From an optimization exercise on the open Yosys and OpenROAD flow, aimed at small area; shortcuts taken in it are not production practice.
Function was checked by simulation only, so behaviour that the tests miss may differ from the original.
Power figures rest on the tool's default switching activity, not on a simulated workload.

**design/flow/run.sh**
```bash
#!/bin/bash
# synth_recipe.tcl (not shown) runs the flow's synth.tcl, then flattens the netlist and writes it again
# the make line also repeats each setting of config.mk as NAME=value (left out here)
make -C /OpenROAD-flow-scripts/flow DESIGN_CONFIG=/design/flow/config.mk WORK_HOME=/design/flow/orfs CLKGATE_MAP_FILE= SYNTH_SCRIPT=/design/flow/synth_recipe.tcl finish
```
**design/flow/config.mk**
```make
export PLATFORM = sky130hd
export DESIGN_NAME = multicycle_core
export DESIGN_NICKNAME = multicycle_core
export VERILOG_FILES = /design/flow/design.v
export SDC_FILE = /design/flow/constraint.sdc
export NUM_CORES = 4
export LEC_CHECK = 0
export CAP_MARGIN = 20
export CORE_MARGIN = 2
export CORE_UTILIZATION = 30
export PLACE_DENSITY = 0.45
export SLEW_MARGIN = 20
```
**design/flow/constraint.sdc**
```tcl
create_clock -name core_clock -period 10.0 [get_ports {clk}]
set_input_delay 2.0000 -clock core_clock [delete_from_list [all_inputs] [get_ports {clk}]]
set_output_delay 2.0000 -clock core_clock [all_outputs]
set_load 0.01 [all_outputs]
```
**design/flow/design.v**
```verilog
package core_pkg;
  localparam logic [5:0] OP_RTYPE = 6'b000000;
  localparam logic [5:0] OP_ADDI  = 6'b001000;
  localparam logic [5:0] OP_LW    = 6'b100011;
  localparam logic [5:0] OP_SW    = 6'b101011;
  localparam logic [5:0] OP_BEQ   = 6'b000100;
  localparam logic [5:0] OP_BNE   = 6'b000101;
  localparam logic [5:0] OP_J     = 6'b000010;
  localparam logic [5:0] FN_ADD   = 6'b100000;
  localparam logic [5:0] FN_SUB   = 6'b100010;
  localparam logic [5:0] FN_AND   = 6'b100100;
  localparam logic [5:0] FN_OR    = 6'b100101;
  localparam logic [5:0] FN_SLT   = 6'b101010;
  localparam logic [5:0] FN_SLL   = 6'b000000;
  localparam logic [5:0] FN_SRL   = 6'b000010;
  typedef enum logic [2:0] {FETCH, DECODE, EXEC, MEM, WB, HALT} state_t;
  typedef enum logic [2:0] {ALU_ADD, ALU_SUB, ALU_AND, ALU_OR, ALU_SLT, ALU_SLL, ALU_SRL} alu_op_t;
endpackage
import core_pkg::*;
module core_alu (
  input  core_pkg::alu_op_t op,
  input  logic [31:0] a,
  input  logic [31:0] b,
  input  logic [4:0]  shamt,
  output logic [31:0] y
);
  always_comb
    y = op == ALU_SUB ? a - b
      : op == ALU_AND ? a & b
      : op == ALU_OR  ? a | b
      : op == ALU_SLT ? {31'd0, $signed(a) < $signed(b)}
      : op == ALU_SLL ? b << shamt
      : op == ALU_SRL ? b >> shamt
      : a + b;
endmodule
import core_pkg::*;
module multicycle_core #(
  parameter int                ADDR_W   = 32,
  parameter logic [ADDR_W-1:0] RESET_PC = '0
) (
  input  logic              clk,
  input  logic              rst,
  output logic              imem_req,
  output logic [ADDR_W-1:0] imem_addr,
  input  logic              imem_ready,
  input  logic [31:0]       imem_rdata,
  output logic              dmem_req,
  output logic              dmem_we,
  output logic [ADDR_W-1:0] dmem_addr,
  output logic [31:0]       dmem_wdata,
  input  logic              dmem_ready,
  input  logic [31:0]       dmem_rdata,
  output logic [ADDR_W-1:0] pc_out,
  output logic [31:0]       alu_result,
  output logic              retire,
  output logic              halted
);
  localparam bit SHIFT_EN = 1'b1;
  core_pkg::state_t state, state_n;
  core_pkg::alu_op_t alu_op;
  logic [31:0] ir, a_q, b_q, mdr, simm, alu_b, alu_y, pc4_w;
  logic [31:0] regs [32];
  logic [ADDR_W-1:0] pc, tgt, pc4, jtgt;
  logic [5:0] op, fn;
  logic [4:0] rs, rt, rd, sh, wa;
  logic is_r, is_br, is_mem, legal, taken;
  assign op = ir[31:26];
  assign rs = ir[25:21];
  assign rt = ir[20:16];
  assign rd = ir[15:11];
  assign sh = ir[10:6];
  assign fn = ir[5:0];
  assign simm = {{16{ir[15]}}, ir[15:0]};
  assign is_r = op == OP_RTYPE;
  assign is_br = op == OP_BEQ || op == OP_BNE || op == OP_J;
  assign is_mem = op == OP_LW || op == OP_SW;
  assign wa = is_r ? rd : rt;
  assign pc4_w = 32'(pc) + 32'd4;
  assign pc4 = ADDR_W'(pc4_w);
  assign jtgt = ADDR_W'({pc4_w[31:28], ir[25:0], 2'b00});
  assign taken = op == OP_BEQ ? a_q == b_q : a_q != b_q;
  assign legal = is_r ? (fn == FN_ADD || fn == FN_SUB || fn == FN_AND || fn == FN_OR || fn == FN_SLT || (SHIFT_EN && (fn == FN_SLL || fn == FN_SRL)))
                      : op == OP_ADDI || op == OP_LW || op == OP_SW || op == OP_BEQ || op == OP_BNE || op == OP_J;
  assign alu_op = !is_r ? ALU_ADD
                : fn == FN_SUB ? ALU_SUB
                : fn == FN_AND ? ALU_AND
                : fn == FN_OR  ? ALU_OR
                : fn == FN_SLT ? ALU_SLT
                : fn == FN_SLL ? ALU_SLL
                : fn == FN_SRL ? ALU_SRL
                : ALU_ADD;
  assign alu_b = is_r ? b_q : simm;
  core_alu u_alu (.op(alu_op), .a(a_q), .b(alu_b), .shamt(sh), .y(alu_y));
  assign imem_req = state == FETCH;
  assign imem_addr = pc;
  assign dmem_req = state == MEM;
  assign dmem_we = state == MEM && op == OP_SW;
  assign dmem_addr = alu_result[ADDR_W-1:0];
  assign dmem_wdata = b_q;
  assign pc_out = pc;
  assign halted = state == HALT;
  always_ff @(posedge clk or negedge rst)
    if (!rst) state <= FETCH;
    else state <= state_n;
  always_comb begin
    state_n = state;
    case (state)
      FETCH:   state_n = imem_ready ? DECODE : FETCH;
      DECODE:  state_n = legal ? EXEC : HALT;
      EXEC:    state_n = is_mem ? MEM : is_br ? FETCH : WB;
      MEM:     state_n = !dmem_ready ? MEM : op == OP_LW ? WB : FETCH;
      WB:      state_n = FETCH;
      default: state_n = state;
    endcase
  end
  always_ff @(posedge clk or negedge rst) begin
    if (!rst) begin
      pc <= RESET_PC;
      ir <= '0;
      a_q <= '0;
      b_q <= '0;
      mdr <= '0;
      tgt <= '0;
      alu_result <= '0;
      retire <= 1'b0;
      for (int i = 0; i < 32; i++) regs[i] <= '0;
    end else begin
      retire <= 1'b0;
      case (state)
        FETCH: if (imem_ready) ir <= imem_rdata;
        DECODE: begin
          a_q <= regs[rs];
          b_q <= regs[rt];
          tgt <= pc4 + ADDR_W'({simm[29:0], 2'b00});
        end
        EXEC: begin
          alu_result <= alu_y;
          if (is_br) begin
            pc <= op == OP_J ? jtgt : taken ? tgt : pc4;
            retire <= 1'b1;
          end
        end
        MEM: if (dmem_ready) begin
          mdr <= dmem_rdata;
          if (op == OP_SW) begin
            pc <= pc4;
            retire <= 1'b1;
          end
        end
        WB: begin
          if (wa != 5'd0) regs[wa] <= op == OP_LW ? mdr : alu_result;
          pc <= pc4;
          retire <= 1'b1;
        end
        default: ;
      endcase
    end
  end
endmodule
```
==> flow_metrics.py <==
metrics = {
    "outcome": {
        "status": "finished clean",
    },
    "drt": {
        "drcViolationCount": 0,
        "drt_wl_total_um": 392000,
        "wl_per_cell_um": 37.2,
        "viasPerCell": 6.36,
        "detail-route-antenna-nets": 0,
        "via_count": 66900,
        "firstDrtPassIters": 8,
        "drtIter0Drc": 9296,
    },
    "worst_setup_path": {
        "crit_type": "register to register",
        "crit_required_ps": 10780,
        "cp_top_family": "simple AND/OR/NAND/NOR gates",
        "crit_chain": "or4_4 > nor2_8 > mux2i_1 > ha_1 > nand2b_1 > a221oi_1 > nor4_1 > o41a_1 > o311ai_0 > o211a_1 > a221oi_1 > o21ai_0 > or4_1 > nand3b_1",
        "reg2reg_slack_ps": 3530,
        "rr_worst_depth": 14,
        "slowest_delay_ps": 980,
        "cp-endpoint": "alu_result[28]",
        "crit_start": "ir[29]",
        "crit_top_cell": "a221oi_1",
        "r2r-end": "alu_result[28]",
        "crit_buf_inv": 0,
        "crit-reg2reg-launch": "ir[29]",
        "critPathMaxFanout": 38,
        "path_depth": 14,
        "cp.arrival_ps": 7250,
        "slowest_stage": "nor4_1",
        "critPathLaunchType": "register",
        "cp-end-kind": "register",
    },
    "die": {
        "start_util": 0.302,
        "rows": 174,
        "die-height_um": 481,
        "fp.dieArea_um2": 231000,
        "core-area_um2": 225000,
        "pin_count": 233,
        "fp.dieW_um": 481,
    },
    "timing": {
        "finalSetupViolations": 0,
        "finalCritPeriodShare": 0.647,
        "hold_viol_final": 0,
        "rsz0062_at_grt": "false",
        "finClkSkew_ps": 37.6,
        "max_slew.worst_pin.slew_ps": 1320,
        "worst_hold_slack_ps": 404,
        "finalSetupTns_ps": 0,
        "relSlewSlack": 0.117,
        "fmax_ghz": 0.154,
        "drv_slew": 0,
        "min_period_ps": 6470,
        "finalWorstSetupSlack_ps": 3530,
    },
    "global_routing": {
        "grtUsageMet3": 0.105,
        "gr-usage-met2": 0.494,
        "gr-total-overflow": 0,
        "grt-busiest-layer": "met2",
        "grt_first_pass_wirelength_um": 536000,
        "grt_usage": 0.331,
        "grt_pass1_vias": 63600,
        "grt.met1_usage": 0.417,
        "grt_start_max_net_pins": 163,
        "antenna_found_initial": 23,
    },
    "yosys": {
        "synth_area_leaders": "dfrtp_1 46%, o21ai_0 5.5%, a21oi_1 5.5%, nand2_1 4.6%, a221oi_1 4.5%",
        "yosys_warnings": 3,
        "postSynthAreaPerCell_um2": 9.03,
        "ys_seq_area_frac": 0.460,
        "syn_nets": 7749,
        "netlist_area_um2": 68100,
        "ys_ff_latch": 1252,
        "synth_top_area_frac": 0.460,
        "yosysUniqueCellTypes": 78,
        "synth_cells": 7543,
        "yosys.area.top_type": "dfrtp_1",
        "synth_flop_cell": "dfrtp_1",
        "synth_edf_count": 0,
        "synthArstFlopShare": 1.00,
    },
    "clock_tree": {
        "h-tree-depth": 4,
        "clk_path_buf_depth": 3,
        "cts.sinks": 1252,
        "cts.repair.resized": 0,
        "ctsHoldBuffers": 0,
        "post_cts_buffers": 0,
        "clk_latency_ps": 850,
        "clock-root-buffer": "clkbuf_16",
        "cts.clk_slew.worst_paths_ps": 60,
        "cts_buffers": 149,
        "cts_tree": "done",
    },
    "pwr": {
        "pwr-share-clk": 0.535,
        "intPower_mw": 8.63,
        "combPwrFrac": 0.013,
        "finalPower_mw": 11.2,
        "p_sw_mw": 2.59,
        "ir_worst_vdd_mv": 0.188,
        "power.sequential.fraction": 0.452,
        "leakage_nw": 33.4,
        "power_density_nw_per_um2": 141,
        "swShare": 0.231,
    },
    "final_layout": {
        "drive_gt1_frac": 0.106,
        "syn_to_final_growth_pct": 16.6,
        "final_cell_area_um2": 79500,
        "finalNetCount": 7610,
        "instances_no_fill": 10500,
        "fillCellCount": 22900,
        "finalCoreUtilization": 0.353,
        "mostFrequentLayoutCells": "1248 x dfrtp_1, 816 x nand2_1, 749 x o21ai_0",
        "layout_commonest_cell": "dfrtp_1",
    },
    "hold_path": {
        "hold_depth": 0,
        "min_path_type": "register to register",
    },
    "place": {
        "post-dp-hpwl_um": 240000,
        "io_buffers": 232,
        "dp_slack_ps": 3640,
        "dp_cells": 10200,
        "gp_congestion": 0.992,
        "place_area_um2": 74100,
    },
    "job": {
        "cap_violations": 0,
    },
}
==> per-layer routing <==
layer,wire (um),up-vias
li1,-,27400
met3,43100,1468
met2,168000,4711
met1,153000,33300
met4,28100,22
met5,196,-
==> registers in the layout, indices dropped and copies added (netlist names), 32 cells and up <==
name,cells
alu_result,32
a_q,32
b_q,32
pc,32
ir,32
mdr,32
regs,1024
tgt,32
==> Yosys cell counts, types with 8 or more instances <==
library cell / instances
nor3_1: 52
a31oi_1: 38
xor2_1: 52
nand3b_1: 8
nand4_1: 145
a221o_1: 12
o32ai_1: 65
a22oi_1: 329
nor2_1: 759
buf_1: 45
o21ai_1: 9
xnor2_1: 85
and3_1: 17
o21bai_1: 12
o211ai_1: 15
a21o_1: 32
or2_2: 15
o22ai_1: 21
o221ai_1: 17
a221oi_1: 351
ha_1: 135
nor4_1: 24
inv_1: 114
buf_4: 66
mux2_2: 75
a22o_1: 322
a211o_1: 12
o21ai_0: 749
dfrtp_1: 1252
mux4_2: 40
a21oi_1: 743
and2_1: 14
o21a_1: 14
o311ai_0: 8
nand2b_1: 29
or3_1: 9
clkbuf_1: 647
nand2_1: 834
nor2b_1: 16
buf_2: 20
a211oi_1: 30
mux2i_1: 96
o31ai_1: 22
nand3_1: 102
==> how the worst min path moves through the flow <==
stage | startpoint | end
after detailed placement | regs[0][31] | regs[0][31]
after global routing | regs[0][2] | regs[0][2]
after CTS | regs[0][2] | regs[0][2]
after global placement | regs[0][13] | regs[0][13]
after floorplan | tgt[12] | tgt[12]
final | regs[0][8] | regs[0][8]
==> power by group through the flow <==
stage / registers [mW] / logic, mW / clock network (mW)
after floorplan: 5.16 / 0.00143 / 0
after global placement: 5.16 / 0.152 / 0
after detailed placement: 5.16 / 0.152 / 0
after CTS: 5.07 / 0.153 / 6.06
after global routing: 5.06 / 0.166 / 6.27
final: 5.07 / 0.146 / 6.00
==> area by class of cell <==
type                       count  area [um2]  share of cell area
tap                         2992        3740              0.0471
sequential                  1252       31300               0.394
inverter                     115         432             0.00543
clock inverter                66        1020              0.0128
antenna                       10        25.0            0.000315
clock buffer                 209        4280              0.0538
timing repair buffer         491        4440              0.0558
multi-input combinational   5395       34200               0.430
==> worst reg2reg max path, cell delays in order (launching register included) <==
cell and delay, ps:
dfrtp_1 500, or4_4 660, nor2_8 640, mux2i_1 600
ha_1 380, nand2b_1 240, a221oi_1 160, nor4_1 980
o41a_1 290, o311ai_0 180, o211a_1 230, a221oi_1 810
o21ai_0 230, or4_1 430, nand3b_1 90
==> cells by family (layout without fill, tap and decap cells) <==
group / Yosys count / after routing / share of synthesized area
simple gates: 2045 / 2045 / 0.127
mux: 215 / 215 / 0.0405
buf+inv: 896 / 881 / 0.0538
other cells: 0 / 10 / 0
xor+xnor: 137 / 137 / 0.0176
flops: 1252 / 1252 / 0.460
compound gates: 2860 / 2860 / 0.275
fa+ha+maj: 138 / 138 / 0.0257

afterwards: timing with drivers on the ports:
The results above use ideal ports. As a check the final layout listed here was re-extracted and re-timed, cells and wires unchanged.
Step 1: set_driving_cell puts a clkbuf_16 on clk and a buf_2 on each other input, an assumption about the parent block.
Step 2 moves the port delays by t, midway between the first and last clock arrival at a register: inputs arrive t later, outputs are due t later. That takes back most of the time a late clock gives input paths.
a / b / c = ideal / step 1 / step 2; a / b = the first two.
t, ns: 0.940
setup WS [ns]: 3.525 / 3.525 / 3.525
worst register clock-pin slew, ns: 0.07 / 0.07
cell pins on the clock port's net: 1
After both steps setup and hold are still met in this run. For this run, drivers alone change the setup slack by 0.000 ns; drivers and shift together by 0.000 ns.
